Background: an optimization exercise with open tools, aiming at small area, a short achievable clock period and few clock cycles per item. Do not read the settings as production practice. At most, simulation tests tie the RTL to the original design; equivalence was not proved. Function not checked in runs 1 to 3 and 6: the RTL went through the layout flow alone. No activity file was given, so power comes from the tool's default toggle rates.

==> flow/design.v (outline; a module is shown in full before it is edited, if it fits) <==
// module cce_coeff_store: 29 lines
// module cce_step_unit: 783 lines
// module cce_seq: 140 lines
// module chebyshev_clenshaw_evaluator_top: 175 lines
module chebyshev_clenshaw_evaluator_top #(
    parameter int MAX_TERMS = cce_pkg::MAX_TERMS_DEF,
    parameter int NRING     = 1
) (
    input  wire logic                                aclk,
    input  wire logic                                aresetn,
    input  wire logic                                cfg_valid,
    output logic                                     cfg_ready,
    input  wire logic [cce_pkg::DEG_W-1:0]           cfg_data,
    input  wire logic                                s_valid,
    output logic                                     s_ready,
    input  wire logic [cce_pkg::KIND_W-1:0]          s_kind,
    input  wire logic [cce_pkg::INDEX_W-1:0]         s_coeff_index,
    input  wire logic signed [cce_pkg::COEFF_W-1:0]  s_coeff_value,
    input  wire logic signed [cce_pkg::POINT_W-1:0]  s_point,
    output logic                                     m_valid,
    input  wire logic                                m_ready,
    output logic signed [cce_pkg::ACC_W-1:0]         m_value,
    output logic                                     m_saturated
);
  // ...
==> flow/flow/run.sh <==
#!/bin/bash
set -euo pipefail
MARGIN=${MARGIN:-7.6}
bash standard.sh finish \
  "SETUP_SLACK_MARGIN=${MARGIN}" \
  "BUFFER_PORTS_ARGS=-buffer_cell sky130_fd_sc_hd__buf_4" \
  > standard_make.log 2>&1
==> flow/standard.sh <==
#!/bin/bash
# synth_recipe.tcl (not shown) runs the flow's synth.tcl, then flattens the netlist and writes it again
# the make line also repeats each setting of config.mk as NAME=value (left out here)
make -C /OpenROAD-flow-scripts/flow DESIGN_CONFIG=/design/flow/config.mk WORK_HOME=/design/flow/orfs CLKGATE_MAP_FILE= SYNTH_SCRIPT=/design/flow/synth_recipe.tcl "${@:-finish}"
==> flow/config.mk <==
export PLATFORM = sky130hd
export DESIGN_NAME = chebyshev_clenshaw_evaluator_top
export DESIGN_NICKNAME = chebyshev_clenshaw_evaluator_top
export VERILOG_FILES = /design/flow/design.v
export SDC_FILE = /design/flow/constraint.sdc
export NUM_CORES = 4
export LEC_CHECK = 0
export ABC_CLOCK_PERIOD_IN_PS = 3000
export CAP_MARGIN = 20
export CORE_MARGIN = 2
export CORE_UTILIZATION = 40
export SLEW_MARGIN = 20
==> flow/constraint.sdc <==
create_clock -name core_clock -period 11.0 [get_ports {aclk}]
set_input_delay 2.2000 -clock core_clock [delete_from_list [all_inputs] [get_ports {aclk}]]
set_output_delay 2.2000 -clock core_clock [all_outputs]
set_load 0.01 [all_outputs]
==> reports/qor.csv, run 1 <==
metric;value;unit
setup bufs post-CTS;62;
Switch Pwr;7.10;mW
clk_skew;0.0215;ns
busiest grt layer;met2;
Non-Filler Instances;4820;
Initial Utilization;0.404;
Pwr Density;334;nW/um^2
Leakage;17.4;nW
Setup crit start;g_ring[0].u_ring.k1_reg[1]$_DFF_P_;
Sw Ratio;0.454;
kind of critical path;flip-flop to flip-flop;
final wirelength;125000;microns
number of flip-flops in the largest register;288;
routing usage on met2;0.387;
RSZ-0062 raised after global routing;true;
post-synth cell types;85;
Ys Warns;3;
Crit. path cell count;8;
antenna cell count;0;
DRT iter0 DRCs;2798;
worst r2r src;g_ring[0].u_ring.k1_reg[1]$_DFF_P_;
initial antenna violation count;2;
outcome;finished clean;
hold-critical path depth;0;
commonest non-fill, non-tap cell in the layout;edfxtp_1;
Post-Synth Simple-Gate Area;0.0703;
post-synthesis register bit count;694;
fraction of layout cells with a size suffix above 1;0.243;
Synth Cell Area;39100;sq um
met3 Usage GRT;0.0537;
core area;96900;sq um
Synth area leader;edfxtp_1;
Cell Chain, Critical Path;or4_4 -> buf_12 -> mux2i_4 -> fa_1 -> fa_1 -> fa_1 -> inv_1 -> fa_1;
ClkCell Share;0.0545;
vias per cell;5.78;
Hold/Removal Path Class;flip-flop to flip-flop;
syn_area_per_cell;11.5;sq um
EDFF count, synth;343;
non-clock buffer count;255;
Fmax;0.274;GHz
==> run 2: changes to the inputs <==
--- a/flow/flow/run.sh
+++ b/flow/flow/run.sh
@@ -5,3 +5,4 @@
   "SETUP_SLACK_MARGIN=${MARGIN}" \
   "BUFFER_PORTS_ARGS=-buffer_cell sky130_fd_sc_hd__buf_4" \
+  "MATCH_CELL_FOOTPRINT=0" \
   > standard_make.log 2>&1
==> run 2 against run 1 <==
  * Still clean on timing, DRC and antenna
  * Register-to-register slack got worse by 0.03 ns
  * Clock power barely moved
  * Via count is 1.2% lower
  * First-iteration DRC count grew 15%
  * Hold slack got worse by 0.0018 ns
  * Setup slack got worse by 0.028 ns
  * Critical path depth did not move
  * Synthesized area stayed put
  * Core utilization shrank 0.44 points
  * Die area is the same
  * Flip-flop and latch count is the same
  * Non-clock buffer count decreased by 16
==> reports/qor.csv, run 2 <==
metric;value;unit;change
area of the multi-input gates;21300;sq um;was 21,500 sq um
min-delay src;g_ring[0].u_ring.g1_reg[1]$_DFF_P_;;unchanged
Sw Ratio;0.455;;was 0.454
Cell Chain, Critical Path;or4_4 -> buf_12 -> mux2i_1 -> fa_1 -> fa_1 -> fa_1 -> inv_1 -> fa_1;;was or4_4 -> buf_12 -> mux2i_4 -> fa_1 -> fa_1 -> fa_1 -> inv_1 -> fa_1
final setup vio count;0;;unchanged
Synth Cell Area;39100;sq um;unchanged
register area share after synthesis;0.443;;unchanged
num rows;114;;unchanged
Synth-to-Final Area Change;18.6;%;was 19.7%
CTS tree;built;;unchanged
slew margin rel.;0.339;;was 0.249
slowest stage cell, crit path;or4_4;;unchanged
outcome;finished clean;;unchanged
Synth area leaders;edfxtp_1, dfxtp_1, fa_1;;unchanged
share of the synthesized area in the top cell type;0.263;;unchanged
Synth Net Count;3771;;unchanged
largest net degree at the start of global routing;58;;was 74
vias in the first global route;27100;;was 27,600
Critical Path Start Type;flip-flop;;unchanged
GRT Overall Usage;0.239;;was 0.245
syn_area_per_cell;11.5;sq um;unchanged
Synth area leader;edfxtp_1;;unchanged
GPL Wtd Cong;0.940;;was 0.950
first-pass iteration count of the detailed router;6;;was 7
Port Buffers;82;;unchanged
Worst Path Required;11.49;ns;about the same
Hold/Removal Path Class;flip-flop to flip-flop;;unchanged
Power Total;15.0;mW;was 15.6 mW
Main synth FF type;dfxtp_1;;unchanged
H-tree lvl count;3;;unchanged
Filler cells;8566;;was 8,497
mux cell area share after synthesis;0.0781;;unchanged
Max FO, Critical Path;18;;unchanged
Comb pwr share;0.589;;was 0.605
routing usage on met2;0.379;;was 0.387
worst-margin pin slew;0.992;ns;was 1.13 ns
DP HPWL;80200;microns;was 81,000 microns
CP peak stage delay;0.60;ns;was 0.57 ns
main combinational cell family by area after synthesis;adder cells;;unchanged
max cap viols;0;;unchanged
initial antenna violation count;2;;unchanged
Hold WS;0.325;ns;was 0.327 ns
met1 GRT Util;0.320;;was 0.330
clk_skew;0.0365;ns;was 0.0215 ns
peak supply drop;0.314;mV;was 0.258 mV
post-synthesis async set-or-reset flop share;0;;unchanged
Hold Fails Final Rpt;0;;unchanged
vias per cell;5.73;;was 5.78
IO Count;84;;unchanged
number of flip-flops in the largest register;288;;unchanged
final wirelength;122000;microns;was 125,000 microns
XOR/XNOR Fraction of Synth Area;0.0773;;unchanged
adder-cell share of the synthesized area;0.150;;unchanged
nets;3841;;was 3,860
clk latency of the worst-skew pair;0.65;ns;about the same
Die W;317;microns;unchanged
clk root buf;clkbuf_16;;unchanged
core area;96900;sq um;unchanged
Fmax;0.272;GHz;was 0.274 GHz
first-pass GRT wire length;178000;microns;was 182,000 microns
clk slew on worst S/H paths;0.06;ns;about the same
Storage cell area;17500;sq um;about the same
R2R depth;8;;unchanged
full die area;100000;sq um;unchanged
clock buffer depth;3;;unchanged
Final Slew Violations;0;;unchanged
kind of critical path;flip-flop to flip-flop;;unchanged
Switch Pwr;6.83;mW;was 7.10 mW
Routed wire per std cell;25.3;microns;was 25.9 microns
Pwr Density;323;nW/um^2;was 334 nW/um^2
Initial Utilization;0.404;;unchanged
most frequent cells in the layout;edfxtp_1, dfxtp_1, inv_1;;unchanged
post-synthesis compound-gate area fraction;0.130;;unchanged
RSZ-0062 raised after global routing;true;;unchanged
Sink Count;694;;unchanged
fin crit period;3.68;ns;was 3.65 ns
Worst Hold End;g_ring[0].u_ring.g2_reg[1]$_DFF_P_;;unchanged
worst r2r dst;g_ring[0].u_ring.ra2_reg[27]$_DFF_P_;;was g_ring[0].u_ring.ra2_reg[26]$_DFF_P_
Post-route DRC;0;;unchanged
commonest non-fill, non-tap cell in the layout;edfxtp_1;;unchanged
met3 Usage GRT;0.0563;;was 0.0537
EDFF count, synth;343;;unchanged
total congestion overflow;0;;unchanged
Leakage;17.2;nW;was 17.4 nW
FF-to-FF setup slack;7.32;ns;was 7.35 ns
Final Cycle Share;0.335;;was 0.332
fraction of layout cells with a size suffix above 1;0.236;;was 0.243
Synth top cells by count;dfxtp_1, edfxtp_1, inv_1;;unchanged
post-synth cell types;85;;unchanged
total negative slack;0;ns;unchanged
height of the die;317;microns;unchanged
post-synthesis register bit count;694;;unchanged
antenna viol nets, final;0;;unchanged
critical path's most frequent cell;fa_1;;unchanged
Num CTS Buffers;76;;unchanged
hold-critical path depth;0;;unchanged
DRT iter0 DRCs;3211;;was 2,798
clock power share;0.173;;was 0.167
Mapped Cells;3392;;unchanged
worst r2r src;g_ring[0].u_ring.k1_reg[1]$_DFF_P_;;unchanged
busiest grt layer;met2;;unchanged
Ys Warns;3;;unchanged
Post-Synth Simple-Gate Area;0.0703;;unchanged
Critical Path AT;4.17;ns;was 4.14 ns
Seq pwr share;0.238;;was 0.228
Int Pwr;8.17;mW;was 8.52 mW
most frequent cell after synthesis;dfxtp_1;;unchanged
Crit. End Element;flip-flop;;unchanged
routed vias;27500;;was 27,900
==> run 2: final cells by class <==
type | instances | area share
Multi-Input combinational cell | 2168 | 0.459
Inverter | 283 | 0.0230
Sequential cell | 694 | 0.377
Clock inverter | 34 | 0.00879
Tap cell | 1276 | 0.0344
Timing Repair Buffer | 239 | 0.0517
Antenna cell | 1 | 0.0000539
Clock buffer | 107 | 0.0467
==> run 2: metrics by stage <==
stage / utilization / cells / setup WS, ns / instance area [sq um]
after floorplan: - / 3392 / 6.22 / 39300
final: 0.479 / 4802 / 7.32 / 46400
after detailed placement: 0.423 / 4552 / 6.38 / 40900
after global routing: 0.479 / 4802 / 7.28 / 46400
after CTS: 0.465 / 4743 / 7.38 / 45000
after global placement: 0.423 / 4552 / 6.41 / 40900
==> run 2: critical path: cells and delay by family, from the launching register on <==
kind | cells | cell delay (ns)
fa+ha+maj | 4 | 2.08
simple gates | 1 | 0.60
flops | 1 | 0.33
buf+inv | 2 | 0.26
mux | 1 | 0.24
==> run 2: power by group through the flow <==
stage | Combinational (mW) | Clock (mW) | Sequential [mW]
6_report | 8.83 | 2.59 | 3.57
3_5_place_dp | 6.77 | 0 | 3.62
2_1_floorplan | 4.26 | 0 | 3.40
4_1_cts | 7.63 | 2.65 | 3.57
3_3_place_gp | 6.78 | 0 | 3.61
5_1_grt | 9.38 | 2.75 | 3.60
==> run 2: worst max-delay path by stage <==
stage                                       start                                    to  depth (start not counted)
6_report       g_ring[0].u_ring.k1_reg[1]$_DFF_P_  g_ring[0].u_ring.ra2_reg[27]$_DFF_P_                          8
5_1_grt        g_ring[0].u_ring.k1_reg[1]$_DFF_P_  g_ring[0].u_ring.ra2_reg[15]$_DFF_P_                          8
4_1_cts        g_ring[0].u_ring.k1_reg[1]$_DFF_P_  g_ring[0].u_ring.ra2_reg[23]$_DFF_P_                          8
3_5_place_dp                              m_ready   g_ring[0].u_ring.b1_reg[27]$_DFF_P_                          8
3_3_place_gp                              m_ready   g_ring[0].u_ring.b1_reg[27]$_DFF_P_                          8
2_1_floorplan                             m_ready  g_ring[0].u_ring.rda1_reg[3]$_DFF_P_                          8
==> run 2: what timing repair did <==
action / CTS / global route
pin swaps: 56 / 82
cloned: 2 / 1
resized for setup: 270 / 176
hold buffers: 0 / 0
endpoints found under the setup margin: 183 / 161
setup buffers: 48 / 57
==> run 2: kinds of logic after synthesis <==
| logic type | count (synthesis) |
|---|---|
| flip-flops | 694 |
| adder cells (fa/ha/maj) | 331 |
| other | 1 |
| AO/OA/AOI/OAI | 736 |
| AND/OR/NAND/NOR | 574 |
| XOR/XNOR | 343 |
| multiplexers | 182 |
| buffers and inverters | 531 |
==> run 2: layer usage <==
metal	share of wire	vias up
met1	0.40	13600
met2	0.46	1407
met4	0.042	2
li1	-	12100
met3	0.095	341
met5	0.000066	-
==> module chebyshev_clenshaw_evaluator_top, before the edit <==
module chebyshev_clenshaw_evaluator_top #(
    parameter int MAX_TERMS = cce_pkg::MAX_TERMS_DEF,
    parameter int NRING     = 1
) (
    input  wire logic                                aclk,
    input  wire logic                                aresetn,
    input  wire logic                                cfg_valid,
    output logic                                     cfg_ready,
    input  wire logic [cce_pkg::DEG_W-1:0]           cfg_data,
    input  wire logic                                s_valid,
    output logic                                     s_ready,
    input  wire logic [cce_pkg::KIND_W-1:0]          s_kind,
    input  wire logic [cce_pkg::INDEX_W-1:0]         s_coeff_index,
    input  wire logic signed [cce_pkg::COEFF_W-1:0]  s_coeff_value,
    input  wire logic signed [cce_pkg::POINT_W-1:0]  s_point,
    output logic                                     m_valid,
    input  wire logic                                m_ready,
    output logic signed [cce_pkg::ACC_W-1:0]         m_value,
    output logic                                     m_saturated
);
    localparam int CW = cce_pkg::COEFF_W;
    localparam int PW = cce_pkg::POINT_W;
    localparam int AW = cce_pkg::ACC_W;
    localparam int BW = cce_pkg::BTH_W;
    localparam int NR = NRING;
    localparam int TW = (NRING > 2) ? 3 : 2;
    logic                 s_ready_reg;
    logic                 buf_v_reg;
    logic                 buf_kind_reg;
    logic [3:0]           buf_idx_reg;
    logic [CW-1:0]        buf_val_reg;
    logic                 ldq_v_reg;
    logic [3:0]           ldq_idx_reg;
    logic [CW-1:0]        ldq_val_reg;
    logic [3:0]           degree_reg;
    logic [CW-1:0]        ctop_reg;       
    logic                 dirty_reg;      
    logic                 blk1_reg;       
    logic                 blk2_reg;
    logic [TW-1:0]        ins_cnt_reg;
    logic [TW-1:0]        del_cnt_reg;
    logic                 out_v_reg;
    logic [AW-1:0]        out_val_reg;
    logic                 out_sat_reg;
    logic          req_v, req_kind;
    logic [3:0]    req_idx;
    logic [CW-1:0] req_val;
    logic [PW-1:0] req_pt;
    logic [BW-1:0] req_bth;
    assign req_v    = buf_v_reg || s_valid;
    assign req_kind = buf_v_reg ? buf_kind_reg : s_kind;
    assign req_idx  = buf_v_reg ? buf_idx_reg : s_coeff_index;
    assign req_val  = buf_v_reg ? buf_val_reg : s_coeff_value;
    assign req_pt   = buf_v_reg ? buf_val_reg[PW-1:0] : s_point;
    assign req_bth  = cce_pkg::booth(req_pt);
    logic [NR-1:0]          mid2, idle2, fin2, done2, reads;
    logic [NR-1:0][TW-1:0]  tag2;
    logic [NR-1:0][AW-1:0]  res_val;
    logic [NR-1:0]          res_sat;
    logic [NR-1:0][3:0]     rd_addr;
    logic [NR-1:0][CW-1:0]  rd_data;
    logic [NR-1:0]          deliver_r, free_r, ins_r;
    logic [3:0] ins_addr;
    assign ins_addr = (degree_reg == 4'd0) ? 4'd0 : degree_reg - 4'd1;
    logic ins_any, ld, deliver;
    assign ld      = req_v && (req_kind == cce_pkg::KIND_LOAD) && !(|reads);
    assign ins_any = req_v && (req_kind == cce_pkg::KIND_EVAL) && (|free_r) && !blk1_reg && !blk2_reg;
    assign deliver = |deliver_r;
    for (genvar r = 0; r < NR; r++) begin : g_ring
        assign deliver_r[r] = done2[r] && (tag2[r] == del_cnt_reg) && (!out_v_reg || m_ready);
        assign free_r[r]    = idle2[r] || (fin2[r] && deliver_r[r]);
        if (r == 0) begin : g_first
            assign ins_r[r] = ins_any && free_r[r];
        end else begin : g_next
            assign ins_r[r] = ins_any && free_r[r] && !(|free_r[r-1:0]);
        end
        cce_seq #(
            .TAG_W (TW)
        ) u_ring (
            .aclk     (aclk),
            .aresetn  (aresetn),
            .mid2     (mid2[r]),
            .idle2    (idle2[r]),
            .fin2     (fin2[r]),
            .done2    (done2[r]),
            .tag2     (tag2[r]),
            .reads    (reads[r]),
            .res_val  (res_val[r]),
            .res_sat  (res_sat[r]),
            .rd_addr  (rd_addr[r]),
            .rd_data  (rd_data[r]),
            .rd_top   ((r == 0) && cfg_valid),
            .top_addr (cfg_data),
            .ins_addr (ins_addr),
            .deliver  (deliver_r[r]),
            .ins      (ins_r[r]),
            .ins_tag  (ins_cnt_reg),
            .ins_bth  (req_bth),
            .ins_b    (ctop_reg)
        );
    end
    logic [AW-1:0] dlv_val;
    logic          dlv_sat;
    always_comb begin
        dlv_val = res_val[0];
        dlv_sat = res_sat[0];
        for (int r = 1; r < NR; r++) begin
            if (done2[r] && (tag2[r] == del_cnt_reg)) begin
                dlv_val = res_val[r];
                dlv_sat = res_sat[r];
            end
        end
    end
    cce_coeff_store #(
        .NRD (NR)
    ) u_store (
        .aclk     (aclk),
        .aresetn  (aresetn),
        .wr_en    (ldq_v_reg),
        .wr_index (ldq_idx_reg),
        .wr_data  (ldq_val_reg),
        .rd_addr  (rd_addr),
        .rd_data  (rd_data)
    );
    assign s_ready   = s_ready_reg;
    assign cfg_ready = 1'b1;
    always_ff @(posedge aclk) begin
        if (ins_any) begin
            ins_cnt_reg <= ins_cnt_reg + 1'b1;
        end
        if (deliver) begin
            del_cnt_reg <= del_cnt_reg + 1'b1;
            out_val_reg <= dlv_val;
            out_sat_reg <= dlv_sat;
        end
        out_v_reg <= deliver || (out_v_reg && !m_ready);
        if (!buf_v_reg) begin
            buf_kind_reg <= s_kind;
            buf_idx_reg  <= s_coeff_index;
            buf_val_reg  <= (s_kind == cce_pkg::KIND_EVAL) ? CW'(s_point) : s_coeff_value;
        end
        buf_v_reg   <= req_v && !(ins_any || ld);
        s_ready_reg <= !(req_v && !(ins_any || ld));
        ldq_v_reg   <= ld;
        ldq_idx_reg <= req_idx;
        ldq_val_reg <= req_val;
        if (cfg_valid) begin
            degree_reg <= cfg_data;
        end
        if (ldq_v_reg && (ldq_idx_reg == degree_reg)) begin
            ctop_reg <= (degree_reg == 4'd0) ? '0 : ldq_val_reg;
        end else if (dirty_reg) begin
            ctop_reg <= (degree_reg == 4'd0) ? '0 : rd_data[0];
        end
        dirty_reg <= cfg_valid;
        blk1_reg  <= cfg_valid || ld;
        blk2_reg  <= blk1_reg;
        if (!aresetn) begin
            ins_cnt_reg <= '0;
            del_cnt_reg <= '0;
            out_v_reg   <= 1'b0;
            buf_v_reg   <= 1'b0;
            s_ready_reg <= 1'b1;
            ldq_v_reg   <= 1'b0;
            degree_reg  <= '0;
            ctop_reg    <= '0;
            dirty_reg   <= 1'b0;
            blk1_reg    <= 1'b1;
            blk2_reg    <= 1'b1;
        end
    end
    assign m_valid     = out_v_reg;
    assign m_value     = out_val_reg;
    assign m_saturated = out_sat_reg;
endmodule
==> run 3: changes to the inputs <==
--- a/flow/design.v
+++ b/flow/design.v
@@ -992,5 +992,5 @@
 module chebyshev_clenshaw_evaluator_top #(
     parameter int MAX_TERMS = cce_pkg::MAX_TERMS_DEF,
-    parameter int NRING     = 1
+    parameter int NRING     = 2
 ) (
     input  wire logic                                aclk,
==> flow/flow/run.sh (replaced) <==
#!/bin/bash
# The standard layout (standard.sh: the standard synthesis, then ORFS to
# finish) with these changes to how the layout is made:
#  - the port buffers that buffer_ports inserts are buf_4 instead of the
#    delay cell it picks itself;
#  - clock tree synthesis uses clkbuf_8 buffers and no dummy loads.
# The clock period and the SDC are the standard flow's, unchanged.
set -euo pipefail
MARGIN=${MARGIN:-7.6}
bash standard.sh finish \
  "SETUP_SLACK_MARGIN=${MARGIN}" \
  "BUFFER_PORTS_ARGS=-buffer_cell sky130_fd_sc_hd__buf_4" \
  "CTS_ARGS=-sink_clustering_enable -repair_clock_nets -dont_use_dummy_load -buf_list sky130_fd_sc_hd__clkbuf_8" \
  > standard_make.log 2>&1
==> run 3 against run 2 <==
  * Still clean
  * Cell area rose by 66%
  * Core utilization fell by 0.10 points
  * Combinational power rose by 110%
  * Clock power rose by 6%
  * Hold slack got worse by 0.0045 ns
  * Synthesized cell count rose by 78%
  * Critical path depth fell by 7
  * Cell count rose by 74%
  * Power rose by 75%
  * Setup slack got worse by 0.20 ns
  * Die area rose by 65%
  * Critical endpoint is now m_value[14]
  * Largest power group unchanged
==> reports/qor.csv, run 3 <==
metric;value;unit;change
Pwr Density;341;nW/um^2;was 323 nW/um^2
Post-Layout Inst Area;76800;sq um;was 46,400 sq um
Sink Count;977;;was 694
post-synthesis async set-or-reset flop share;0;;unchanged
Storage cell area;23300;sq um;was 17,500 sq um
Crit. End Element;output pin;;was flip-flop
max cap viols;0;;unchanged
CP delay by family, top;flip-flops;;was adder cells
Leakage;28.2;nW;was 17.2 nW
Synth area leader;dfxtp_1;;was edfxtp_1
most frequent cells in the layout;a22oi_1, dfxtp_1, inv_1;;was edfxtp_1, dfxtp_1, inv_1
CTS tree;built;;unchanged
Routed wire per std cell;28.5;microns;was 25.3 microns
fraction of layout cells with a size suffix above 1;0.254;;was 0.236
final wirelength;238000;microns;was 122,000 microns
clk_skew;0.127;ns;was 0.0365 ns
final setup vio count;0;;unchanged
share of the synthesized area in the top cell type;0.196;;was 0.263
Cell Chain, Critical Path;buf_6;;was or4_4 -> buf_12 -> mux2i_1 -> fa_1 -> fa_1 -> fa_1 -> inv_1 -> fa_1
slowest stage cell, crit path;edfxtp_1;;was or4_4
DP HPWL;154000;microns;was 80,200 microns
placed instance area;67400;sq um;was 40,900 sq um
initial antenna violation count;19;;was 2
Mapped Cells;6054;;was 3,392
first-pass GRT wire length;338000;microns;was 178,000 microns
routed vias;51100;;was 27,500
first-pass iteration count of the detailed router;6;;unchanged
Hold Fails Final Rpt;0;;unchanged
fin crit period;3.88;ns;was 3.68 ns
hold-fix buffer count after cts;0;;unchanged
total negative slack;0;ns;unchanged
peak supply drop;0.321;mV;was 0.314 mV
Worst Path Required;8.80;ns;was 11.49 ns
CP peak stage delay;0.58;ns;was 0.60 ns
Final Cycle Share;0.353;;was 0.335
Power Total;26.2;mW;was 15.0 mW
core area;161000;sq um;was 96,900 sq um
full die area;165000;sq um;was 100,000 sq um
Filler cells;14600;;was 8,566
slew margin rel.;0.140;;was 0.339
adder-cell share of the synthesized area;0.180;;was 0.150
Port Buffers;82;;unchanged
area of the multi-input gates;41400;sq um;was 21,300 sq um
nets;6901;;was 3,841
Synth top cells by count;dfxtp_1, a22oi_1, inv_1;;was dfxtp_1, edfxtp_1, inv_1
total congestion overflow;0;;unchanged
GRT Overall Usage;0.277;;was 0.239
Fmax;0.258;GHz;was 0.272 GHz
Num CTS Buffers;169;;was 76
syn_area_per_cell;10.7;sq um;was 11.5 sq um
EDFF count, synth;343;;unchanged
Synth Net Count;6758;;was 3,771
Synth area leaders;dfxtp_1, edfxtp_1, fa_1;;was edfxtp_1, dfxtp_1, fa_1
clk latency of the worst-skew pair;0.93;ns;was 0.65 ns
Non-Filler Instances;8362;;was 4,802
H-tree lvl count;4;;was 3
GPL Wtd Cong;0.960;;was 0.940
outcome;finished clean;;unchanged
number of flip-flops in the largest register;288;;unchanged
IO Count;84;;unchanged
most frequent cell after synthesis;dfxtp_1;;unchanged
vias per cell;6.11;;was 5.73
post-synthesis compound-gate area fraction;0.157;;was 0.130
mux cell area share after synthesis;0.0923;;was 0.0781
clk root buf;clkbuf_8;;was clkbuf_16
largest net degree at the start of global routing;67;;was 58
Final Slew Violations;0;;unchanged
DRT iter0 DRCs;6249;;was 3,211
Critical Path Start Type;flip-flop;;unchanged
post-synthesis register bit count;977;;was 694
Max FO, Critical Path;1;;was 18
worst-margin pin slew;1.28;ns;was 0.992 ns
main combinational cell family by area after synthesis;adder cells;;unchanged
XOR/XNOR Fraction of Synth Area;0.0906;;was 0.0773
Synth-to-Final Area Change;18.5;%;was 18.6%
fin util;0.478;;was 0.479
Critical Path AT;1.68;ns;was 4.17 ns
clock buffer depth;3;;unchanged
Synth Cell Area;64900;sq um;was 39,100 sq um
vias in the first global route;50700;;was 27,100
Post-Synth Simple-Gate Area;0.0660;;was 0.0703
Initial Utilization;0.403;;was 0.404
placed cell count;7917;;was 4,552
commonest non-fill, non-tap cell in the layout;a22oi_1;;was edfxtp_1
antenna viol nets, final;0;;unchanged
Crit path buffers/inverters;1;;was 2
register area share after synthesis;0.355;;was 0.443
height of the die;407;microns;was 317 microns
Hold/Removal Path Class;flip-flop to flip-flop;;unchanged
clk slew on worst S/H paths;0.07;ns;was 0.06 ns
kind of critical path;flip-flop to output pin;;was flip-flop to flip-flop
num rows;147;;was 114
Ys Warns;3;;unchanged
post-synth cell types;103;;was 85
Main synth FF type;dfxtp_1;;unchanged
Die W;407;microns;was 317 microns
Post-route DRC;0;;unchanged
RSZ-0062 raised after global routing;true;;unchanged
## run 3: per-layer routing
layer	vias to the layer above	GRT usage	share of wire
li1	21600	-	-
met1	25700	0.372	0.40
met2	3066	0.420	0.44
met3	678	0.0689	0.11
met4	8	0.127	0.050
met5	-	0	0.00026
## run 3: worst paths after layout
| check | startpoint | to | slack (ns) | depth (start not counted) |
|---|---|---|---|---|
| max | out_val_reg[14]$_DFFE_PP_ | m_value[14] | 7.12 | 1 |
| min | g_ring[1].u_ring.rds1_reg$_SDFF_PP1_ | g_ring[1].u_ring.rds2_reg$_DFF_P_ | 0.32 | 0 |
| max reg2reg | g_ring[0].u_ring.k1_reg[0]$_DFF_P_ | g_ring[0].u_ring.ra2_reg[31]$_DFF_P_ | 7.27 | 10 |
| min reg2reg | g_ring[1].u_ring.rds1_reg$_SDFF_PP1_ | g_ring[1].u_ring.rds2_reg$_DFF_P_ | 0.32 | 0 |
## run 3: logic make-up (layout without fill, tap and decap cells)
| group | Yosys count | in the layout |
|---|---|---|
| simple gates | 900 | 908 |
| mux | 351 | 353 |
| flops | 977 | 977 |
| buf+inv | 1022 | 1148 |
| xor+xnor | 671 | 671 |
| other cells | 1 | 8 |
| fa+ha+maj | 656 | 656 |
| compound gates | 1476 | 1481 |
## run 3: area by class of cell
type                            instances  area share
Inverter                              541      0.0268
Tap cell                             2160      0.0352
Sequential cell                       977       0.303
Timing Repair Buffer                  438      0.0659
Antenna cell                            7    0.000228
Clock buffer                          169      0.0303
Multi-Input combinational cell       4070       0.539
## run 3: stage by stage
step	setup slack, ns	hold slack (ns)
CTS	7.13	0.323
detailed placement	6.49	0.313
global placement	6.47	0.311
global route	7.10	0.332
floorplan	6.95	0.310
finish	7.12	0.321
## run 3: timing repair
item / CTS / global route
buffers inserted: 129 / 101
setup endpoints to repair: 318 / 289
pin swaps: 252 / 273
gates cloned: 29 / 9
resized for setup: 653 / 410
## run 3: report_power, final
part / switching [mW] / total [mW] / internal (mW)
clock: 1.40 / 2.74 / 1.34
sequential: 0.627 / 5.29 / 4.66
combinational: 10.5 / 18.2 / 7.68
==> run 4: changes to the inputs <==
--- a/flow/design.v
+++ b/flow/design.v
@@ -1051,10 +1051,12 @@
     logic [NR-1:0][3:0]     rd_addr;
     logic [NR-1:0][CW-1:0]  rd_data;
-    logic [NR-1:0]          deliver_r, free_r, ins_r;
+    logic [NR-1:0]          deliver_r, free_r, can_r, ins_r;
+    logic [NR-1:0]          ins_d_reg;      
+    logic [NR-1:0][CW-1:0]  rdd_reg;        
     logic [3:0] ins_addr;
     assign ins_addr = (degree_reg == 4'd0) ? 4'd0 : degree_reg - 4'd1;
     logic ins_any, ld, deliver;
     assign ld      = req_v && (req_kind == cce_pkg::KIND_LOAD) && !(|reads);
-    assign ins_any = req_v && (req_kind == cce_pkg::KIND_EVAL) && (|free_r) && !blk1_reg && !blk2_reg;
+    assign ins_any = req_v && (req_kind == cce_pkg::KIND_EVAL) && (|can_r);
     assign deliver = |deliver_r;
     for (genvar r = 0; r < NR; r++) begin : g_ring
@@ -1062,7 +1064,13 @@
         assign free_r[r]    = idle2[r] || (fin2[r] && deliver_r[r]);
         if (r == 0) begin : g_first
-            assign ins_r[r] = ins_any && free_r[r];
+            assign can_r[r] = free_r[r] && !blk1_reg && !blk2_reg;
         end else begin : g_next
-            assign ins_r[r] = ins_any && free_r[r] && !(|free_r[r-1:0]);
+            assign can_r[r] = free_r[r] && ins_d_reg[r-1];
+            assign rd_data[r] = rdd_reg[r-1];
+        end
+        if (r == NR - 1) begin : g_top
+            assign ins_r[r] = ins_any && can_r[r];
+        end else begin : g_low
+            assign ins_r[r] = ins_any && can_r[r] && !(|can_r[NR-1:r+1]);
         end
         cce_seq #(
@@ -1104,5 +1112,5 @@
     end
     cce_coeff_store #(
-        .NRD (NR)
+        .NRD (1)
     ) u_store (
         .aclk     (aclk),
@@ -1111,6 +1119,6 @@
         .wr_index (ldq_idx_reg),
         .wr_data  (ldq_val_reg),
-        .rd_addr  (rd_addr),
-        .rd_data  (rd_data)
+        .rd_addr  (rd_addr[0]),
+        .rd_data  (rd_data[0])
     );
     assign s_ready   = s_ready_reg;
@@ -1126,4 +1134,6 @@
         end
         out_v_reg <= deliver || (out_v_reg && !m_ready);
+        ins_d_reg <= ins_r;
+        rdd_reg   <= rd_data;
         if (!buf_v_reg) begin
             buf_kind_reg <= s_kind;
@@ -1149,4 +1159,5 @@
         if (!aresetn) begin
             ins_cnt_reg <= '0;
+            ins_d_reg   <= '0;
             del_cnt_reg <= '0;
             out_v_reg   <= 1'b0;
==> run 4 against run 3 <==
  * Combinational power fell by 4%
  * Synthesized area fell by 5.7%
  * Sequential share of layout area rose by 1.2 points
  * Non-clock buffer count rose by 15
  * Clock skew fell by 0.029 ns
  * Clock power fell by 3%
  * Cell area fell by 4.1%
  * Synthesized cell count fell by 7.0%
  * Hold slack improved by 0.0029 ns
  * Register-to-register slack improved by 0.04 ns
  * Sequential power barely moved
  * Fmax fell by 0.57%
==> reports/qor.csv, run 4 <==
metric;value;unit;change
outcome;finished clean;;unchanged
final wirelength;212000;microns;was 238,000 microns
Synth area leader;dfxtp_1;;unchanged
first-pass iteration count of the detailed router;6;;unchanged
Synth top cells by count;dfxtp_1, a22oi_1, inv_1;;unchanged
Ys Warns;3;;unchanged
Hold Fails Final Rpt;0;;unchanged
Mapped Cells;5632;;was 6,054
post-synthesis register bit count;974;;was 977
peak supply drop;0.315;mV;was 0.321 mV
Sw Ratio;0.462;;was 0.478
RSZ-0062 raised after global routing;true;;unchanged
IO Count;84;;unchanged
clock power share;0.105;;about the same
routed vias;46400;;was 51,100
nets;6501;;was 6,901
CP delay by family, top;flip-flops;;unchanged
DRT iter0 DRCs;4474;;was 6,249
Sink Count;974;;was 977
Synth-to-Final Area Change;20.5;%;was 18.5%
fin util;0.485;;was 0.478
Synth area leaders;dfxtp_1, edfxtp_1, fa_1;;unchanged
first-pass GRT wire length;306000;microns;was 338,000 microns
Pwr Density;344;nW/um^2;was 341 nW/um^2
Hold/Removal Path Class;flip-flop to flip-flop;;unchanged
post-synthesis async set-or-reset flop share;0;;unchanged
vias in the first global route;47200;;was 50,700
EDFF count, synth;343;;unchanged
syn_area_per_cell;10.9;sq um;was 10.7 sq um
Critical Path AT;1.70;ns;was 1.68 ns
num rows;143;;was 147
hold-fix buffer count after cts;0;;unchanged
max cap viols;0;;unchanged
Cell Chain, Critical Path;buf_6;;unchanged
Post-Layout Inst Area;73700;sq um;was 76,800 sq um
Main synth FF type;dfxtp_1;;unchanged
height of the die;395;microns;was 407 microns
placed cell count;7356;;was 7,917
DP HPWL;132000;microns;was 154,000 microns
clk slew on worst S/H paths;0.06;ns;was 0.07 ns
number of flip-flops in the largest register;288;;unchanged
final setup vio count;0;;unchanged
most frequent cells in the layout;a22oi_1, dfxtp_1, inv_1;;unchanged
Switch Pwr;11.7;mW;was 12.5 mW
Final Slew Violations;0;;unchanged
fin crit period;3.90;ns;was 3.88 ns
Critical Path Start Type;flip-flop;;unchanged
Die W;395;microns;was 407 microns
Post-route DRC;0;;unchanged
share of the synthesized area in the top cell type;0.207;;was 0.196
total negative slack;0;ns;unchanged
Synth Net Count;6334;;was 6,758
initial antenna violation count;6;;was 19
total congestion overflow;0;;unchanged
commonest non-fill, non-tap cell in the layout;a22oi_1;;unchanged
Seq pwr share;0.209;;was 0.202
clk_skew;0.0980;ns;was 0.127 ns
post-synth cell types;105;;was 103
Routed wire per std cell;27.0;microns;was 28.5 microns
fraction of layout cells with a size suffix above 1;0.273;;was 0.254
Final Cycle Share;0.355;;was 0.353
core area;152000;sq um;was 161,000 sq um
slew margin rel.;0.199;;was 0.140
Max FO, Critical Path;1;;unchanged
GRT Overall Usage;0.259;;was 0.277
Non-Filler Instances;7831;;was 8,362
clk root buf;clkbuf_8;;unchanged
Leakage;27.4;nW;was 28.2 nW
GPL Wtd Cong;0.927;;was 0.960
placed instance area;63200;sq um;was 67,400 sq um
Int Pwr;13.7;mW;about the same
largest net degree at the start of global routing;55;;was 67
clk latency of the worst-skew pair;0.90;ns;was 0.93 ns
register area share after synthesis;0.375;;was 0.355
Fmax;0.256;GHz;was 0.258 GHz
full die area;156000;sq um;was 165,000 sq um
H-tree lvl count;4;;unchanged
kind of critical path;flip-flop to output pin;;unchanged
antenna viol nets, final;0;;unchanged
Worst Path Required;8.80;ns;about the same
Filler cells;13300;;was 14,600
clock buffer depth;3;;unchanged
most frequent cell after synthesis;dfxtp_1;;unchanged
Port Buffers;82;;unchanged
CTS tree;built;;unchanged
CP peak stage delay;0.60;ns;was 0.58 ns
Crit path buffers/inverters;1;;unchanged
Num CTS Buffers;166;;was 169
worst-margin pin slew;1.20;ns;was 1.28 ns
vias per cell;5.92;;was 6.11
Initial Utilization;0.403;;about the same
slowest stage cell, crit path;edfxtp_1;;unchanged
Comb pwr share;0.685;;was 0.694
Crit. End Element;output pin;;unchanged
Synth Cell Area;61200;sq um;was 64,900 sq um
run 4: cell types whose count changed after synthesis, moves of 22 or more:
cell	delta
a21oi_1	-46
a221oi_1	+22
clkbuf_1	-38
mux4_2	-94
nand2_1	-97
o211ai_1	-47
o21ai_0	-74
o21ai_1	+24
run 4: cell type report:
class	count	area [sq um]	area share
inverter	523	1980	0.0269
tap	2030	2540	0.0345
clock buffer	166	2280	0.0310
sequential	974	23200	0.315
timing repair buffer	453	5210	0.0707
antenna	4	10.0	0.000136
multi-input combinational	3681	38500	0.522
run 4: kinds of logic (layout without fill, tap and decap cells):
logic type	after synthesis	count (layout)	share of synthesized area
AOI/OAI and AO/OA	1301	1308	0.147
xor gates and xnor gates	670	670	0.0963
adders and majority gates	654	654	0.190
buffers and inverters	985	1142	0.0626
DFF	974	974	0.375
muxes	283	283	0.0677
other	1	5	0.0000613
and+or+nand+nor	764	765	0.0611
run 4: path summary, 6_finish.rpt:
check,slack (ns),cells after the start,start,endpoint
min,0.32,0,g_ring[1].u_ring.rds1_reg$_SDFF_PP1_,g_ring[1].u_ring.rds2_reg$_DFF_P_
max reg2reg,7.31,17,g_ring[0].u_ring.ra2_reg[21]$_DFF_P_,g_ring[0].u_ring.b1_reg[27]$_DFF_P_
min reg2reg,0.32,0,g_ring[1].u_ring.rds1_reg$_SDFF_PP1_,g_ring[1].u_ring.rds2_reg$_DFF_P_
max,7.10,1,out_val_reg[13]$_DFFE_PP_,m_value[13]
run 4: power by group through the flow:
stage	clock, mW	sequential, mW	combinational [mW]
final	2.67	5.31	17.4
after global routing	2.88	5.36	18.6
after CTS	2.72	5.34	15.2
after detailed placement	0	5.29	11.4
after global placement	0	5.28	11.4
after floorplan	0	4.87	8.22
run 4: timing repair:
item	4_1_cts	5_1_grt
resized for setup	797	352
setup buffers	170	104
endpoints found under the setup margin	305	273
pin swaps	338	309
cloned	28	3
run 4: metal layers:
layer | routed length, microns | global-route usage | part of all wire | vias to the layer above
met5 | 7 | 0 | 0.000033 | -
met4 | 10700 | 0.128 | 0.051 | 2
met3 | 19700 | 0.0518 | 0.093 | 642
met1 | 84000 | 0.341 | 0.40 | 23300
met2 | 97400 | 0.408 | 0.46 | 2504
li1 | - | - | - | 19900
run 4: stage by stage:
stage	total power [mW]	hold slack, ns	setup slack [ns]
floorplan	13.1	0.310	6.54
global placement	16.7	0.310	6.01
detailed placement	16.7	0.312	6.10
CTS	23.2	0.324	7.07
global route	26.8	0.325	7.08
finish	25.4	0.324	7.10
Testbench counts of run 4, summed over its fixed seeds: cycles 20,480, items 4,096.
==> run 5: changes to the inputs <==
==> flow/flow/run.sh (replaced) <==
#!/bin/bash
set -euo pipefail
MARGIN=${MARGIN:-7}
bash standard.sh finish \
  "SETUP_SLACK_MARGIN=${MARGIN}" \
  "BUFFER_PORTS_ARGS=-buffer_cell sky130_fd_sc_hd__buf_4" \
  > standard_make.log 2>&1
--- a/flow/config.mk
+++ b/flow/config.mk
@@ -6,5 +6,4 @@
 export NUM_CORES = 4
 export LEC_CHECK = 0
-export ABC_CLOCK_PERIOD_IN_PS = 3000
 export CAP_MARGIN = 20
 export CORE_MARGIN = 2
==> run 5 against run 4 <==
  * Flip-flop and latch count is the same
  * Clock skew shrank 0.047 ns
  * Hold slack lost 0.0059 ns
  * Critical path depth grew 6
  * Largest power group unchanged
  * Cell count shrank 3.3%
  * Cell area shrank 8.4%
  * First-iteration DRC count shrank 2.1%
  * Power shrank 16%
  * Still clean
  * Highest routed layer unchanged
  * Synthesized area is the same
  * Global-route usage shrank 1.9 points
  * Count of clock-buffer cells in the layout shrank 20
  * Die area is the same
  * Largest cell class unchanged
==> reports/qor.csv, run 5 <==
metric;value;unit;change
outcome;finished clean;;unchanged
antenna viol nets, final;0;;unchanged
register area share after synthesis;0.375;;unchanged
DP HPWL;132000;microns;about the same
Post-route DRC;0;;unchanged
hold-fix buffer count after cts;0;;unchanged
critical path's most frequent cell;fa_1;;
Hold Fails Final Rpt;0;;unchanged
IO Count;84;;unchanged
clock buffer depth;3;;unchanged
full die area;156000;sq um;unchanged
CP delay by family, top;adder cells;;was flip-flops
Critical Path AT;4.51;ns;was 1.70 ns
total congestion overflow;0;;unchanged
peak supply drop;0.257;mV;was 0.315 mV
nets;6159;;was 6,501
post-synthesis async set-or-reset flop share;0;;unchanged
Crit. End Element;flip-flop;;was output pin
clk root buf;clkbuf_16;;was clkbuf_8
Main synth FF type;dfxtp_1;;unchanged
Ys Warns;3;;unchanged
Fmax;0.253;GHz;was 0.256 GHz
CTS tree;built;;unchanged
share of the synthesized area in the top cell type;0.207;;unchanged
Mapped Cells;5632;;unchanged
Final Cycle Share;0.360;;was 0.355
first-pass iteration count of the detailed router;6;;unchanged
fin crit period;3.96;ns;was 3.90 ns
routed vias;43700;;was 46,400
worst-margin pin slew;1.21;ns;was 1.20 ns
Synth area leader;dfxtp_1;;unchanged
num rows;143;;unchanged
vias per cell;5.77;;was 5.92
Crit path buffers/inverters;1;;unchanged
Port Buffers;82;;unchanged
DRT iter0 DRCs;4379;;was 4,474
EDFF count, synth;343;;unchanged
Die W;395;microns;unchanged
final setup vio count;0;;unchanged
Initial Utilization;0.403;;unchanged
total negative slack;0;ns;unchanged
Synth top cells by count;dfxtp_1, a22oi_1, inv_1;;unchanged
clk latency of the worst-skew pair;0.74;ns;was 0.90 ns
Num CTS Buffers;103;;was 166
fraction of layout cells with a size suffix above 1;0.131;;was 0.273
Worst Path Required;11.55;ns;was 8.80 ns
Max FO, Critical Path;33;;was 1
number of flip-flops in the largest register;288;;unchanged
RSZ-0062 raised after global routing;true;;unchanged
Hold/Removal Path Class;flip-flop to flip-flop;;unchanged
Synth-to-Final Area Change;10.4;%;was 20.5%
H-tree lvl count;3;;was 4
Final Slew Violations;0;;unchanged
final worst slack;7.04;ns;was 7.10 ns
Post-Layout Inst Area;67500;sq um;was 73,700 sq um
GPL Wtd Cong;0.919;;was 0.927
Critical Path Start Type;flip-flop;;unchanged
clk_skew;0.0509;ns;was 0.0980 ns
antenna cell count;0;;was 4
commonest non-fill, non-tap cell in the layout;dfxtp_1;;was a22oi_1
Hold WS;0.318;ns;was 0.324 ns
clk slew on worst S/H paths;0.07;ns;was 0.06 ns
fin util;0.444;;was 0.485
Sink Count;974;;unchanged
Filler cells;14100;;was 13,300
initial antenna violation count;3;;was 6
Synth Net Count;6334;;unchanged
Synth Cell Area;61200;sq um;unchanged
Routed wire per std cell;25.1;microns;was 27.0 microns
pre-CTS setup slack;6.18;ns;was 6.10 ns
vias in the first global route;44600;;was 47,200
Pwr Density;314;nW/um^2;was 344 nW/um^2
Leakage;25.6;nW;was 27.4 nW
GRT Overall Usage;0.240;;was 0.259
syn_area_per_cell;10.9;sq um;unchanged
most frequent cell after synthesis;dfxtp_1;;unchanged
Cell Chain, Critical Path;a22oi_1 -> xor2_1 -> fa_1 -> fa_1 -> fa_1 -> inv_1 -> fa_1;;was buf_6
final wirelength;190000;microns;was 212,000 microns
first-pass GRT wire length;287000;microns;was 306,000 microns
slew margin rel.;0.184;;was 0.199
CP peak stage delay;1.02;ns;was 0.60 ns
most frequent cells in the layout;dfxtp_1, a22oi_1, inv_1;;was a22oi_1, dfxtp_1, inv_1
height of the die;395;microns;unchanged
post-synth cell types;105;;unchanged
Synth area leaders;dfxtp_1, edfxtp_1, fa_1;;unchanged
kind of critical path;flip-flop to flip-flop;;was flip-flop to output pin
post-synthesis register bit count;974;;unchanged
max cap viols;0;;unchanged
largest net degree at the start of global routing;75;;was 55
placed instance area;63200;sq um;about the same
core area;152000;sq um;unchanged
slowest stage cell, crit path;dfxtp_2;;was edfxtp_1
run 5: cell counts after synthesis:
No cell type changed its count.
run 5: area by class of cell:
cell class	instances	area, sq um	area share
inverter	523	1970	0.0291
timing repair buffer	179	1410	0.0209
tap	2030	2540	0.0376
clock inverter	48	658	0.00975
sequential	974	23000	0.341
multi-input combinational	3676	35000	0.518
clock buffer	146	2950	0.0437
run 5: metrics by stage:
step | std cells | power [mW]
floorplan | 5632 | 13.1
global placement | 7360 | 16.8
detailed placement | 7360 | 16.8
CTS | 7557 | 20.7
global route | 7576 | 22.8
finish | 7576 | 21.2
run 5: logic make-up after synthesis:
| logic type | Yosys count | share of synthesized area |
|---|---|---|
| multiplexers | 283 | 0.0677 |
| XOR/XNOR | 670 | 0.0963 |
| AND/OR/NAND/NOR | 764 | 0.0611 |
| adder cells (fa/ha/maj) | 654 | 0.190 |
| AO/OA/AOI/OAI | 1301 | 0.147 |
| buffers and inverters | 985 | 0.0626 |
| flip-flops | 974 | 0.375 |
| other | 1 | 0.0000613 |
run 5: repair_timing:
item	in CTS	in global routing
buffers inserted	3	16
gates cloned	0	3
resized for setup	20	81
pin swaps	3	20
endpoints found under the setup margin	101	140
run 5: final timing paths:
check                                   startpoint                                    to  slack, ns  cells after the start
min             g_ring[0].u_ring.g1_reg[0]$_DFF_P_    g_ring[0].u_ring.g2_reg[0]$_DFF_P_       0.32                      0
min reg2reg     g_ring[0].u_ring.g1_reg[0]$_DFF_P_    g_ring[0].u_ring.g2_reg[0]$_DFF_P_       0.32                      0
max reg2reg  g_ring[1].u_ring.bth1_reg[13]$_DFF_P_  g_ring[1].u_ring.ra2_reg[36]$_DFF_P_       7.04                      7
max          g_ring[1].u_ring.bth1_reg[13]$_DFF_P_  g_ring[1].u_ring.ra2_reg[36]$_DFF_P_       7.04                      7
run 5: routing by layer:
metal / vias up / global-route usage / routed length [microns]
met5: - / 0 / 7
met4: 2 / 0.0827 / 6930
met3: 403 / 0.0415 / 13700
met2: 1869 / 0.387 / 89200
met1: 22200 / 0.327 / 80500
li1: 19300 / - / -
run 5: power breakdown:
group / internal, mW / total [mW] / switching (mW)
registers: 4.63 / 5.26 / 0.631
clock network: 2.13 / 3.67 / 1.54
logic: 4.73 / 12.3 / 7.53
==> run 6: changes to the inputs <==
--- a/flow/design.v
+++ b/flow/design.v
@@ -992,5 +992,5 @@
 module chebyshev_clenshaw_evaluator_top #(
     parameter int MAX_TERMS = cce_pkg::MAX_TERMS_DEF,
-    parameter int NRING     = 2
+    parameter int NRING     = 3
 ) (
     input  wire logic                                aclk,
--- a/flow/config.mk
+++ b/flow/config.mk
@@ -6,4 +6,5 @@
 export NUM_CORES = 4
 export LEC_CHECK = 0
+export ABC_CLOCK_PERIOD_IN_PS = 3000
 export CAP_MARGIN = 20
 export CORE_MARGIN = 2
==> run 6 against run 5 <==
  * Still clean
  * Clock power is 37% higher
  * Cell count is 43% higher
  * Critical path depth is 8 higher
  * Hold slack worse by 0.012 ns
  * Register-to-register slack worse by 0.05 ns
  * Combinational power is 61% higher
  * Cell area is 38% higher
  * Non-clock buffer count is 103 higher
  * Via count is 46% higher
  * Critical path type unchanged
==> reports/qor.csv, run 6 <==
metric;value;unit;change
outcome;finished clean;;unchanged
Crit path buffers/inverters;2;;was 1
Synth Net Count;9128;;was 6,334
routed wl met3;25900;microns;was 13,700 microns
kind of critical path;flip-flop to flip-flop;;unchanged
vias in the first global route;64500;;was 44,600
most frequent cell after synthesis;dfxtp_1;;unchanged
placed instance area;86500;sq um;was 63,200 sq um
critical path's most frequent cell;a21o_1;;was fa_1
Mapped Cells;8101;;was 5,632
Post-route DRC;0;;unchanged
placed cell count;10500;;was 7,360
commonest non-fill, non-tap cell in the layout;dfxtp_1;;unchanged
nets;8918;;was 6,159
syn_area_per_cell;10.3;sq um;was 10.9 sq um
clk_skew;0.0482;ns;was 0.0509 ns
largest net degree at the start of global routing;71;;was 75
Fmax;0.250;GHz;was 0.253 GHz
Crit. End Element;flip-flop;;unchanged
H-tree lvl count;4;;was 3
Final Slew Violations;0;;unchanged
IO Count;84;;unchanged
clock buffer depth;3;;unchanged
Highest Signal Layer;met5;;unchanged
Routed wire per std cell;27.7;microns;was 25.1 microns
RSZ-0062 raised after global routing;true;;unchanged
Synth Cell Area;83500;sq um;was 61,200 sq um
GPL Wtd Cong;1.01;;was 0.919
height of the die;461;microns;was 395 microns
Pwr Density;339;nW/um^2;was 314 nW/um^2
pre-CTS setup slack;6.19;ns;was 6.18 ns
clock power share;0.160;;was 0.173
first-pass GRT wire length;437000;microns;was 287,000 microns
fraction of layout cells with a size suffix above 1;0.125;;was 0.131
post-synth cell types;107;;was 105
Initial Utilization;0.403;;about the same
GRT Overall Usage;0.277;;was 0.240
max cap viols;0;;unchanged
Hold/Removal Path Class;flip-flop to flip-flop;;unchanged
Critical Path AT;4.55;ns;was 4.51 ns
Synth area leaders;dfxtp_1, fa_1, edfxtp_1;;was dfxtp_1, edfxtp_1, fa_1
final worst slack;6.99;ns;was 7.04 ns
Max FO, Critical Path;8;;was 33
core area;207000;sq um;was 152,000 sq um
routed wl met2;136000;microns;was 89,200 microns
post-synthesis async set-or-reset flop share;0;;unchanged
Synth top cells by count;dfxtp_1, inv_1, a22oi_1;;was dfxtp_1, a22oi_1, inv_1
DP HPWL;213000;microns;was 132,000 microns
total congestion overflow;0;;unchanged
slowest stage cell, crit path;ha_2;;was dfxtp_2
Worst Path Required;11.55;ns;about the same
fin util;0.450;;was 0.444
post-synthesis register bit count;1262;;was 974
clk root buf;clkbuf_16;;unchanged
first-pass iteration count of the detailed router;8;;was 6
Filler cells;19400;;was 14,100
CTS tree;built;;unchanged
Final Cycle Share;0.364;;was 0.360
Critical Path Start Type;flip-flop;;unchanged
Sink Count;1262;;was 974
full die area;213000;sq um;was 156,000 sq um
hold-fix buffer count after cts;0;;unchanged
Synth-to-Final Area Change;11.6;%;was 10.4%
final wirelength;299000;microns;was 190,000 microns
Int Pwr;16.2;mW;was 11.5 mW
Synth area leader;dfxtp_1;;unchanged
Switch Pwr;15.3;mW;was 9.70 mW
register area share after synthesis;0.343;;was 0.375
Leakage;36.1;nW;was 25.6 nW
slew margin rel.;0.162;;was 0.184
Comb pwr share;0.628;;was 0.579
num rows;167;;was 143
vias per cell;5.93;;was 5.77
DRT iter0 DRCs;7257;;was 4,379
Sw Ratio;0.486;;was 0.458
total negative slack;0;ns;unchanged
final setup vio count;0;;unchanged
Hold Fails Final Rpt;0;;unchanged
fin crit period;4.01;ns;was 3.96 ns
Non-Filler Instances;10800;;was 7,576
most frequent cells in the layout;dfxtp_1, inv_1, a22oi_1;;was dfxtp_1, a22oi_1, inv_1
share of the synthesized area in the top cell type;0.220;;was 0.207
Seq pwr share;0.212;;was 0.248
worst-margin pin slew;1.24;ns;was 1.21 ns
EDFF count, synth;343;;unchanged
Post-Layout Inst Area;93200;sq um;was 67,500 sq um
Ys Warns;3;;unchanged
clk latency of the worst-skew pair;0.81;ns;was 0.74 ns
clk slew on worst S/H paths;0.06;ns;was 0.07 ns
CP peak stage delay;0.36;ns;was 1.02 ns
Main synth FF type;dfxtp_1;;unchanged
antenna viol nets, final;0;;unchanged
Num CTS Buffers;142;;was 103
number of flip-flops in the largest register;288;;unchanged
met1 wire length;118000;microns;was 80,500 microns
routed vias;64000;;was 43,700
CP delay by family, top;compound AO/OA/AOI/OAI gates;;was adder cells
initial antenna violation count;25;;was 3
Cell Chain, Critical Path;ha_2 -> a21o_1 -> a21o_1 -> a21oi_1 -> o221ai_1 -> nor3_2 -> mux2i_1 -> nand3_1 -> and2_2 -> mux2i_2 -> buf_6 -> nor2_4 -> buf_4 -> a211oi_2 -> o22ai_1;;was a22oi_1 -> xor2_1 -> fa_1 -> fa_1 -> fa_1 -> inv_1 -> fa_1
Port Buffers;82;;unchanged
Die W;461;microns;was 395 microns
peak supply drop;0.248;mV;was 0.257 mV
run 6: stage by stage:
step                      total power, mW  hold slack (ns)
after detailed placement             24.6            0.312
after CTS                            30.6            0.303
after floorplan                      18.1            0.310
final                                31.6            0.306
after global routing                 33.6            0.316
after global placement               24.6            0.310
run 6: layer usage:
layer  vias to the layer above  global-route usage
li1                      27500                   -
met1                     32300               0.357
met2                      3390               0.438
met3                       799              0.0556
met4                        16               0.153
met5                         -                   0
run 6: final timing paths:
kind | from | to | slack [ns] | depth (start not counted)
setup reg to reg | g_ring[1].u_ring.rb2_reg[35]$_DFF_P_ | out_val_reg[16]$_DFFE_PP_ | 6.99 | 15
hold reg to reg | g_ring[2].u_ring.rds1_reg$_SDFF_PP1_ | g_ring[2].u_ring.rds2_reg$_DFF_P_ | 0.31 | 0
setup / recovery | g_ring[1].u_ring.rb2_reg[35]$_DFF_P_ | out_val_reg[16]$_DFFE_PP_ | 6.99 | 15
hold / removal | g_ring[2].u_ring.rds1_reg$_SDFF_PP1_ | g_ring[2].u_ring.rds2_reg$_DFF_P_ | 0.31 | 0
run 6: power by group through the flow:
stage               Clock [mW]  Combinational (mW)  Sequential, mW
floorplan                    0                11.7            6.37
global placement             0                17.8            6.75
detailed placement           0                17.8            6.77
CTS                       5.12                18.8            6.69
global route              5.30                21.5            6.78
finish                    5.04                19.8            6.71
run 6: final cells by class:
cell class                 count  area [sq um]  share of cell area
antenna                        8          20.0            0.000215
clock buffer                 190          3970              0.0426
clock inverter                68          1030              0.0110
inverter                     781          2940              0.0315
multi-input combinational   5422         50800               0.545
sequential                  1262         28800               0.309
tap                         2788          3490              0.0374
timing repair buffer         282          2240              0.0240
run 6: cell families after synthesis:
kind of cell,after synthesis,synth area share
simple gates,1205,0.0667
other cells,1,0.0000449
fa+ha+maj,979,0.208
mux,275,0.0484
buf+inv,1420,0.0644
flops,1262,0.343
xor+xnor,1003,0.106
compound gates,1956,0.163
run 6: worst reg2reg max path, cell delays in order, from the launching register on:
cell,delay [ns]
dfxtp_1,0.31
ha_2,0.36
a21o_1,0.23
a21o_1,0.18
a21oi_1,0.27
o221ai_1,0.22
nor3_2,0.29
mux2i_1,0.21
nand3_1,0.20
and2_2,0.31
mux2i_2,0.26
buf_6,0.21
nor2_4,0.11
buf_4,0.22
a211oi_2,0.27
o22ai_1,0.14
run 6: repair_timing:
action                     CTS  global route
hold endpoints to repair     0             0
setup endpoints to repair  157           196
pin swaps                   16            41
buffers inserted            20            37
cloned                       2             3
resized for setup          107           155
==> run 7: changes to the inputs <==
--- a/flow/design.v
+++ b/flow/design.v
@@ -992,5 +992,5 @@
 module chebyshev_clenshaw_evaluator_top #(
     parameter int MAX_TERMS = cce_pkg::MAX_TERMS_DEF,
-    parameter int NRING     = 3
+    parameter int NRING     = 2
 ) (
     input  wire logic                                aclk,
==> flow/flow/run.sh (replaced) <==
#!/bin/bash
set -euo pipefail
MARGIN=${MARGIN:-6.5}
bash standard.sh finish \
  "SETUP_SLACK_MARGIN=${MARGIN}" \
  "BUFFER_PORTS_ARGS=-buffer_cell sky130_fd_sc_hd__buf_4" \
  > standard_make.log 2>&1
==> run 7 against run 6 <==
  * Power decreased by 35%
  * Sequential power decreased by 23%
  * Hold slack improved by 0.022 ns
  * Sequential share of layout area increased by 3.5 points
  * Clock power decreased by 28%
  * Cell area decreased by 28%
  * Core utilization decreased by 0.96 points
  * Global-route usage decreased by 3.9 points
  * First-iteration DRC count decreased by 40%
  * Synthesized area decreased by 27%
  * Register-to-register slack got worse by 0.31 ns
  * Critical path depth decreased by 2
  * Critical endpoint is now out_val_reg[24]$_DFFE_PP_
  * Largest power group unchanged
==> reports/qor.csv, run 7 <==
metric;value;unit;change
post-synth cell types;105;;was 107
Final Cycle Share;0.392;;was 0.364
Crit. End Element;flip-flop;;unchanged
Sink Count;974;;was 1,262
IO Count;84;;unchanged
total negative slack;0;ns;unchanged
DP HPWL;131000;microns;was 213,000 microns
Leakage;25.4;nW;was 36.1 nW
syn_area_per_cell;10.9;sq um;was 10.3 sq um
register area share after synthesis;0.375;;was 0.343
Max FO, Critical Path;28;;was 8
RSZ-0062 raised after global routing;false;;was true
GPL Wtd Cong;0.913;;was 1.01
Storage cell area;23000;sq um;was 28,800 sq um
Synth area leaders;dfxtp_1, edfxtp_1, fa_1;;was dfxtp_1, fa_1, edfxtp_1
Filler cells;14300;;was 19,400
Synth Net Count;6334;;was 9,128
max cap viols;0;;unchanged
Worst Hold End;g_ring[0].u_ring.f2_reg$_DFF_P_;;was g_ring[2].u_ring.rds2_reg$_DFF_P_
clk root buf;clkbuf_16;;unchanged
Fmax;0.232;GHz;was 0.250 GHz
total congestion overflow;0;;unchanged
Pwr Density;306;nW/um^2;was 339 nW/um^2
first-pass iteration count of the detailed router;6;;was 8
Main synth FF type;dfxtp_1;;unchanged
Initial Utilization;0.403;;about the same
nets;6134;;was 8,918
DRT iter0 DRCs;4334;;was 7,257
clk latency of the worst-skew pair;0.77;ns;was 0.81 ns
hold-critical path depth;0;;unchanged
vias per cell;5.77;;was 5.93
fin crit period;4.31;ns;was 4.01 ns
peak supply drop;0.221;mV;was 0.248 mV
vias in the first global route;44200;;was 64,500
clock buffer depth;3;;unchanged
clk slew on worst S/H paths;0.07;ns;was 0.06 ns
most frequent cell after synthesis;dfxtp_1;;unchanged
final worst slack;6.69;ns;was 6.99 ns
Hold WS;0.327;ns;was 0.306 ns
Hold/Removal Path Class;flip-flop to flip-flop;;unchanged
core area;152000;sq um;was 207,000 sq um
min-delay src;g_ring[0].u_ring.f1_reg$_DFF_P_;;was g_ring[2].u_ring.rds1_reg$_SDFF_PP1_
EDFF count, synth;343;;unchanged
FF-to-FF setup slack;6.69;ns;was 6.99 ns
largest net degree at the start of global routing;73;;was 71
worst r2r dst;out_val_reg[24]$_DFFE_PP_;;was out_val_reg[16]$_DFFE_PP_
final wirelength;188000;microns;was 299,000 microns
pre-CTS setup slack;6.10;ns;was 6.19 ns
worst r2r src;g_ring[0].u_ring.rb2_reg[17]$_DFF_P_;;was g_ring[1].u_ring.rb2_reg[35]$_DFF_P_
Mapped Cells;5632;;was 8,101
Routed wire per std cell;24.9;microns;was 27.7 microns
Synth-to-Final Area Change;9.35;%;was 11.6%
share of the synthesized area in the top cell type;0.207;;was 0.220
num rows;143;;was 167
R2R depth;13;;was 15
commonest non-fill, non-tap cell in the layout;dfxtp_1;;unchanged
post-synthesis async set-or-reset flop share;0;;unchanged
routed vias;43600;;was 64,000
H-tree lvl count;3;;was 4
initial antenna violation count;7;;was 25
hold-fix buffer count after cts;0;;unchanged
area of the multi-input gates;34600;sq um;was 50,800 sq um
Final Slew Violations;0;;unchanged
Ys Warns;3;;unchanged
post-synthesis register bit count;974;;was 1,262
Setup crit start;g_ring[0].u_ring.rb2_reg[17]$_DFF_P_;;was g_ring[1].u_ring.rb2_reg[35]$_DFF_P_
Synth Cell Area;61200;sq um;was 83,500 sq um
Port Buffers;82;;unchanged
most frequent cells in the layout;dfxtp_1, a22oi_1, inv_1;;was dfxtp_1, inv_1, a22oi_1
Critical Path AT;4.82;ns;was 4.55 ns
Worst Path Required;11.50;ns;was 11.55 ns
GRT Overall Usage;0.239;;was 0.277
first-pass GRT wire length;284000;microns;was 437,000 microns
Die W;395;microns;was 461 microns
clk_skew;0.0804;ns;was 0.0482 ns
antenna viol nets, final;0;;unchanged
fraction of layout cells with a size suffix above 1;0.118;;was 0.125
worst-margin pin slew;1.19;ns;was 1.24 ns
fin util;0.440;;was 0.450
final setup vio count;0;;unchanged
outcome;finished clean;;unchanged
Post-route DRC;0;;unchanged
number of flip-flops in the largest register;288;;unchanged
Critical Path Start Type;flip-flop;;unchanged
Synth top cells by count;dfxtp_1, a22oi_1, inv_1;;was dfxtp_1, inv_1, a22oi_1
Num CTS Buffers;103;;was 142
kind of critical path;flip-flop to flip-flop;;unchanged
Hold Fails Final Rpt;0;;unchanged
height of the die;395;microns;was 461 microns
Synth area leader;dfxtp_1;;unchanged
slew margin rel.;0.205;;was 0.162
full die area;156000;sq um;was 213,000 sq um
CTS tree;built;;unchanged
## run 7: cell types whose count changed after synthesis, sizes merged, moves of 194 or more
cell	previous run	this run
fa	687	458
nand2	486	250
dfxtp	919	631
a22oi	771	546
xor2	582	388
inv	778	521
## run 7: critical path: stages (launching register included)
cell	delay, ns
dfxtp_1	0.32
ha_1	0.42
nand2_1	0.21
o21ai_0	0.35
nand4_1	0.23
a31oi_4	0.27
nor3_2	0.10
a21oi_2	0.35
mux2i_1	0.35
a21oi_2	0.13
buf_4	0.27
nor2_2	0.49
o22ai_1	0.25
o2bb2ai_1	0.31
## run 7: worst max-delay path by stage
stage / end / slack [ns] / depth (start not counted)
global placement: g_ring[0].u_ring.rda1_reg[3]$_DFF_P_ / 6.03 / 12
detailed placement: g_ring[0].u_ring.rda1_reg[3]$_DFF_P_ / 6.10 / 12
floorplan: g_ring[0].u_ring.rda1_reg[3]$_DFF_P_ / 6.51 / 12
CTS: g_ring[1].u_ring.b1_reg[23]$_DFF_P_ / 6.56 / 12
global route: g_ring[1].u_ring.b1_reg[1]$_DFF_P_ / 6.53 / 13
finish: out_val_reg[24]$_DFFE_PP_ / 6.69 / 13
## run 7: area by class of cell
cell class | instances | share of cell area
repair buffers | 157 | 0.0179
flip-flops and latches | 974 | 0.344
diodes | 1 | 0.0000374
clock buffers | 137 | 0.0430
multi-input cells | 3673 | 0.517
well taps | 2030 | 0.0380
inverters | 523 | 0.0294
clock inverters | 58 | 0.0108
## run 7: what timing repair did
item	4_1_cts	5_1_grt
pin swaps	1	0
endpoints found under the setup margin	2	63
gates resized for setup	1	12
buffers inserted	1	0
## run 7: routing by layer
metal | track usage | routed length (microns) | vias up
met5 | 0 | 0 | -
met4 | 0.0733 | 5660 | 0
met3 | 0.0348 | 13500 | 364
met2 | 0.390 | 89600 | 1892
met1 | 0.327 | 79500 | 22100
li1 | - | - | 19200
## run 7: cell families after synthesis
family | after synthesis | share of synthesized area
AO/OA/AOI/OAI | 1301 | 0.147
buffers and inverters | 985 | 0.0626
flip-flops | 974 | 0.375
AND/OR/NAND/NOR | 764 | 0.0611
XOR/XNOR | 670 | 0.0963
adder cells (fa/ha/maj) | 654 | 0.190
multiplexers | 283 | 0.0677
other | 1 | 0.0000613
## run 7: per-stage QoR
step	cells	instance area [sq um]	power [mW]
CTS	7551	66800	20.5
detailed placement	7355	63200	16.7
floorplan	5632	61200	13.1
global placement	7355	63200	16.7
finish	7553	66900	20.5
global route	7552	66900	22.1
## run 7: where the power goes
part | switching [mW] | leakage (nW) | internal (mW)
Sequential | 0.563 | 8.36 | 4.63
Combinational | 7.25 | 15.4 | 4.40
Clock | 1.56 | 1.72 | 2.10
Total | 9.37 | 25.4 | 11.1
Testbench counts of run 7, summed over its fixed seeds: cycles 20,480, items 4,096.

## separate check: timing with driven ports
The flow's constraints put no driver on any port. The routed layouts listed below were extracted and timed again, unchanged, in two steps.
Step 1, drivers: a clkbuf_16 drives aclk and a buf_2 each remaining input, both assumed.
Step 2 times the ports against the registers' clock, not the clock port: input delays grow and output delays shrink by t, the midpoint of the rising clock arrivals with the driver on.
Three values: ideal ports, drivers, drivers and shift; two values: the first two.
run	t (ns)	setup WS [ns]	worst setup path after step 2	worst register clock-pin slew, ns	pins driven straight from the clock port
run 1	0.712	7.348 / 7.348 / 6.964	input to register	0.07 / 0.07	1
run 2	0.712	7.320 / 7.320 / 6.885	input to register	0.07 / 0.07	1
run 3	0.940	7.121 / 7.044 / 6.676	input to register	0.07 / 0.07	1
run 4	0.920	7.099 / 7.030 / 6.350	input to register	0.06 / 0.06	1
run 5	0.796	7.044 / 7.044 / 6.282	input to register	0.07 / 0.07	1
run 6	0.876	6.993 / 6.993 / 6.395	input to register	0.07 / 0.07	1
run 7	0.809	6.687 / 6.687 / 6.083	input to register	0.07 / 0.07	1
After both steps every run listed still meets setup and hold. For run 5, which loses most, drivers alone change the setup slack by 0.000 ns; drivers and shift together by -0.762 ns.
